Context: an optimization exercise on an open-source flow, tuned for small area and a short achievable clock period. The choices shown serve that exercise and are no tape-out recipe. RTL that was checked went through simulation tests only; none was proved equivalent to the original. Power is estimated from default activity; no workload was simulated.

==> flow/design.v <==
module cpu_bus_tracer #(
  parameter int unsigned ADDR_W    = 16,
  parameter int unsigned DATA_W    = 8,
  parameter int unsigned DEPTH     = 64,
  parameter int unsigned POST_TRIG = 16,
  parameter int unsigned WDOG_W    = 20
) (
  input  logic                       clk_i,
  input  logic                       rst_i,
  input  logic [ADDR_W-1:0]          bus_a_i,
  input  logic [DATA_W-1:0]          bus_din_i,
  input  logic [DATA_W-1:0]          bus_dout_i,
  input  logic                       bus_rd_i,
  input  logic                       bus_wr_i,
  input  logic                       bus_done_i,
  input  logic                       bus_fault_i,
  input  logic                       tr_ready_i,
  output logic                       tr_valid_o,
  output logic [ADDR_W+DATA_W:0]     tr_data_o,
  input  logic                       arm_i,
  input  logic [ADDR_W-1:0]          trig_addr_i,
  input  logic [ADDR_W-1:0]          trig_mask_i,
  input  logic [WDOG_W-1:0]          wdog_limit_i,
  output logic [1:0]                 state_o,
  output logic [2:0]                 cause_o,
  output logic [$clog2(DEPTH+1)-1:0] count_o,
  output logic                       wrapped_o
);
  localparam int unsigned PtrW = $clog2(DEPTH);
  localparam int unsigned CntW = $clog2(DEPTH + 1);
  localparam int unsigned EntW = 1 + ADDR_W + DATA_W;
  localparam logic [2:0] CauseNone  = 3'd0;
  localparam logic [2:0] CauseAddr  = 3'd1;
  localparam logic [2:0] CauseFault = 3'd2;
  localparam logic [2:0] CauseWdog  = 3'd3;
  localparam logic [2:0] CauseDone  = 3'd4;
  localparam logic [1:0] StIdle    = 2'd0;
  localparam logic [1:0] StArmed   = 2'd1;
  localparam logic [1:0] StPost    = 2'd2;
  localparam logic [1:0] StStopped = 2'd3;
  logic [1:0]          state_q, state_d;
  logic [2:0]          cause_q, cause_d;
  logic [CntW-1:0]     count_q, count_d;
  logic                wrapped_q, wrapped_d;
  logic [PtrW-1:0]     post_q, post_d;
  logic [WDOG_W-1:0]   wdog1_q, wdog1_d;   
  logic                rd_prev_q, wr_prev_q, fault_prev_q;
  logic                rd_pend_q, skid_vld_q;
  logic [ADDR_W-1:0]   addr_q;
  logic [DATA_W-1:0]   dout_q;
  logic                valid_q, valid_d;
  logic [EntW-1:0]     out_q, out_d;
  logic [EntW-1:0]     mem_q [0:DEPTH-1];
  logic                wr_edge, rd_edge_raw, rd_edge, any_edge, fault_edge;
  logic                capturing, stopped, cap_ok, commit, addr_match, pop, wdog_hit;
  logic                full, empty;
  logic [EntW-1:0]     commit_entry, rd_mem, oldest;
  logic [PtrW-1:0]     idx_q, idx_d;
  assign wr_edge     = bus_wr_i & ~wr_prev_q;
  assign rd_edge_raw = bus_rd_i & ~rd_prev_q;
  assign rd_edge     = rd_edge_raw & ~wr_edge;
  assign any_edge    = wr_edge | rd_edge_raw;
  assign fault_edge  = bus_fault_i & ~fault_prev_q;
  assign capturing   = state_q[0] ^ state_q[1];
  assign stopped     = state_q[0] & state_q[1];
  assign cap_ok      = capturing & ~arm_i;
  assign full        = (count_q == CntW'(DEPTH));
  assign empty       = (count_q == '0);
  assign commit      = cap_ok & (rd_pend_q | skid_vld_q | wr_edge);
  always_comb begin
    if (rd_pend_q)       commit_entry = {1'b0, addr_q, bus_din_i};
    else if (skid_vld_q) commit_entry = {1'b1, addr_q, dout_q};
    else                 commit_entry = {1'b1, bus_a_i, bus_dout_i};
  end
  logic match_q, match_in;
  assign match_q     = (((addr_q ^ trig_addr_i) & trig_mask_i) == '0);
  assign match_in    = (((bus_a_i ^ trig_addr_i) & trig_mask_i) == '0);
  assign addr_match  = (trig_mask_i != '0) && ((rd_pend_q | skid_vld_q) ? match_q : match_in);
  assign pop         = valid_q & tr_ready_i;
  always_comb begin
    rd_mem = '0;
    for (int i = 0; i < DEPTH; i++) begin
      if (idx_q == PtrW'(i)) rd_mem = rd_mem | mem_q[i];
    end
  end
  always_comb begin
    if (stopped)                oldest = rd_mem;
    else if (empty)             oldest = commit_entry;
    else if (full && commit)    oldest = mem_q[DEPTH-2];
    else                        oldest = rd_mem;
  end
  always_comb begin
    count_d   = count_q;
    wrapped_d = wrapped_q;
    if (arm_i) begin
      count_d   = '0;
      wrapped_d = 1'b0;
    end else if (commit) begin
      if (full) wrapped_d = 1'b1;
      else      count_d   = count_q + 1'b1;
    end else if (pop) begin
      count_d = count_q - 1'b1;
    end
  end
  always_comb begin
    state_d  = state_q;
    cause_d  = cause_q;
    post_d   = post_q;
    wdog1_d  = wdog1_q;
    wdog_hit = 1'b0;
    if (arm_i) begin
      state_d = StArmed;
      cause_d = CauseNone;
      post_d  = '0;
      wdog1_d = WDOG_W'(1);
    end else if (capturing) begin
      wdog1_d  = any_edge ? WDOG_W'(1) : wdog1_q + 1'b1;
      wdog_hit = !any_edge && (wdog_limit_i != '0) && (wdog1_q == wdog_limit_i);
      if (bus_done_i) begin
        state_d = StStopped;
        cause_d = CauseDone;
      end else if (state_q == StArmed && (fault_edge || (commit && addr_match))) begin
        cause_d = fault_edge ? CauseFault : CauseAddr;
        post_d  = PtrW'(POST_TRIG);
        state_d = (POST_TRIG == 0) ? StStopped : StPost;
      end else if (state_q == StArmed && wdog_hit) begin
        state_d = StStopped;
        cause_d = CauseWdog;
      end else if (state_q == StPost && commit) begin
        post_d = post_q - 1'b1;
        if (post_q <= PtrW'(1)) begin
          state_d = StStopped;
        end
      end
    end
  end
  assign valid_d = (state_d == StStopped) && (count_d != '0);
  logic [PtrW-1:0] cnt_p0, cnt_m1, cnt_m2, cnt_m3;
  logic            stop_d;
  assign cnt_p0 = PtrW'(count_q);
  assign cnt_m1 = PtrW'(count_q - CntW'(1));
  assign cnt_m2 = PtrW'(count_q - CntW'(2));
  assign cnt_m3 = PtrW'(count_q - CntW'(3));
  assign stop_d = (state_d == StStopped);
  always_comb begin
    if (commit && !full) idx_d = stop_d ? cnt_m1 : cnt_p0;
    else if (pop)        idx_d = cnt_m3;
    else                 idx_d = stop_d ? cnt_m2 : cnt_m1;
  end
  always_comb begin
    if (!valid_d)               out_d = '0;
    else if (valid_q && !pop)   out_d = out_q;
    else                        out_d = oldest;
  end
  always_ff @(posedge clk_i) begin
    if (rst_i) begin
      state_q      <= StIdle;
      cause_q      <= CauseNone;
      count_q      <= '0;
      wrapped_q    <= 1'b0;
      post_q       <= '0;
      wdog1_q      <= WDOG_W'(1);
      rd_prev_q    <= 1'b0;
      wr_prev_q    <= 1'b0;
      fault_prev_q <= 1'b0;
      rd_pend_q    <= 1'b0;
      skid_vld_q   <= 1'b0;
      valid_q      <= 1'b0;
      out_q        <= '0;
    end else begin
      state_q      <= state_d;
      cause_q      <= cause_d;
      count_q      <= count_d;
      wrapped_q    <= wrapped_d;
      post_q       <= post_d;
      wdog1_q      <= wdog1_d;
      rd_prev_q    <= bus_rd_i;
      wr_prev_q    <= bus_wr_i;
      fault_prev_q <= bus_fault_i;
      rd_pend_q    <= cap_ok & rd_edge;
      skid_vld_q   <= cap_ok & wr_edge & rd_pend_q;
      valid_q      <= valid_d;
      out_q        <= out_d;
    end
    idx_q <= idx_d;
  end
  always_ff @(posedge clk_i) begin
    addr_q <= bus_a_i;
    dout_q <= bus_dout_i;
  end
  always_ff @(posedge clk_i) begin
    if (commit) begin
      mem_q[0] <= commit_entry;
      for (int i = 1; i < DEPTH; i++) mem_q[i] <= mem_q[i-1];
    end
  end
  assign tr_valid_o = valid_q;
  assign tr_data_o  = out_q;
  assign state_o    = state_q;
  assign cause_o    = cause_q;
  assign count_o    = count_q;
  assign wrapped_o  = wrapped_q;
endmodule
Settings: LEC_CHECK=0, CAP_MARGIN=20, CORE_MARGIN=2, CORE_UTILIZATION=55, CTS_CLUSTER_DIAMETER=70, CTS_CLUSTER_SIZE=24, SETUP_SLACK_MARGIN=3.3, SLEW_MARGIN=20; clock period 6.0 ns.
standard.sh (not shown) runs the stock make flow with config.mk's settings and CLKGATE_MAP_FILE= SYNTH_SCRIPT=/design/flow/synth_recipe.tcl, a recipe that flattens the netlist after the stock synthesis.
==> flow/flow/run.sh <==
#!/bin/bash
# The standard layout flow (standard.sh, unchanged synthesis), except that the port
# buffers are plain buf_4 cells instead of the default delay-buffer cell.
set -euo pipefail
export BUFFER_PORTS_ARGS="-buffer_cell sky130_fd_sc_hd__buf_4"
bash standard.sh finish > standard.log 2>&1
The first run produced a clean layout.
Next try:
--- a/flow/design.v
+++ b/flow/design.v
@@ -78,8 +78,13 @@
   assign addr_match  = (trig_mask_i != '0) && ((rd_pend_q | skid_vld_q) ? match_q : match_in);
   assign pop         = valid_q & tr_ready_i;
-  always_comb begin
+  logic [DEPTH:0]      idx_hot;
+  logic [DEPTH-1:0]    rd_sel;
+  always_comb begin
+    for (int i = 0; i < DEPTH; i++) idx_hot[i] = (idx_q == PtrW'(i));
+    idx_hot[DEPTH] = 1'b0;
+    for (int i = 0; i < DEPTH; i++) rd_sel[i] = stopped ? idx_hot[i+1] : idx_hot[i];
     rd_mem = '0;
     for (int i = 0; i < DEPTH; i++) begin
-      if (idx_q == PtrW'(i)) rd_mem = rd_mem | mem_q[i];
+      if (rd_sel[i]) rd_mem = rd_mem | mem_q[i];
     end
   end
@@ -136,15 +141,8 @@
   end
   assign valid_d = (state_d == StStopped) && (count_d != '0);
-  logic [PtrW-1:0] cnt_p0, cnt_m1, cnt_m2, cnt_m3;
-  logic            stop_d;
-  assign cnt_p0 = PtrW'(count_q);
-  assign cnt_m1 = PtrW'(count_q - CntW'(1));
-  assign cnt_m2 = PtrW'(count_q - CntW'(2));
-  assign cnt_m3 = PtrW'(count_q - CntW'(3));
-  assign stop_d = (state_d == StStopped);
-  always_comb begin
-    if (commit && !full) idx_d = stop_d ? cnt_m1 : cnt_p0;
-    else if (pop)        idx_d = cnt_m3;
-    else                 idx_d = stop_d ? cnt_m2 : cnt_m1;
+  always_comb begin
+    if (commit && !full) idx_d = PtrW'(count_q);
+    else if (pop)        idx_d = PtrW'(count_q - CntW'(2));
+    else                 idx_d = PtrW'(count_q - CntW'(1));
   end
   always_comb begin
Combinational power goes up by 110%.
Clock power goes up by 3.2%.
Total power goes up by 6.7%.
Final area goes up by 9.6%.
Worst setup slack gets worse by 0.19 ns.
Die area goes up by 3.1%.
First-iteration DRC count goes up by 39%.
Global-route usage goes up by 7.0 points.
Sequential share of layout area goes down by 6.0 points.
Sequential cell count is unchanged.
Non-clock buffer count goes up by 307.
Count of clock-buffer cells in the layout stays the same.
Sequential power hardly moves.
Only the layout flow was run in the second run of this note; the RTL was not checked for function there.

separate check: timing with driven ports:
The results above use ideal ports. As a check the final layouts listed here were re-extracted and re-timed, cells and wires unchanged. Step 1 sets driving cells, clkbuf_16 on the clock port and buf_2 on the other inputs (assumed; they add their load-dependent delay and slew). Step 2 moves the port delays by t, midway between the first and last clock arrival at a register: inputs arrive t later, outputs are due t later. That takes back most of the time a late clock gives input paths. a / b / c = ideal ports / drivers / drivers and shift; a / b = the first two.
run	t, ns	setup WS [ns]	pins driven straight from the clock port
the first run	0.813	2.951 / 2.951 / 2.211	1
the second run	0.824	2.762 / 2.762 / 2.265	1
After both steps setup and hold are still met in every run listed. The setup slack of the first run, which loses most, moves by 0.000 ns with the drivers and by -0.740 ns with both steps.
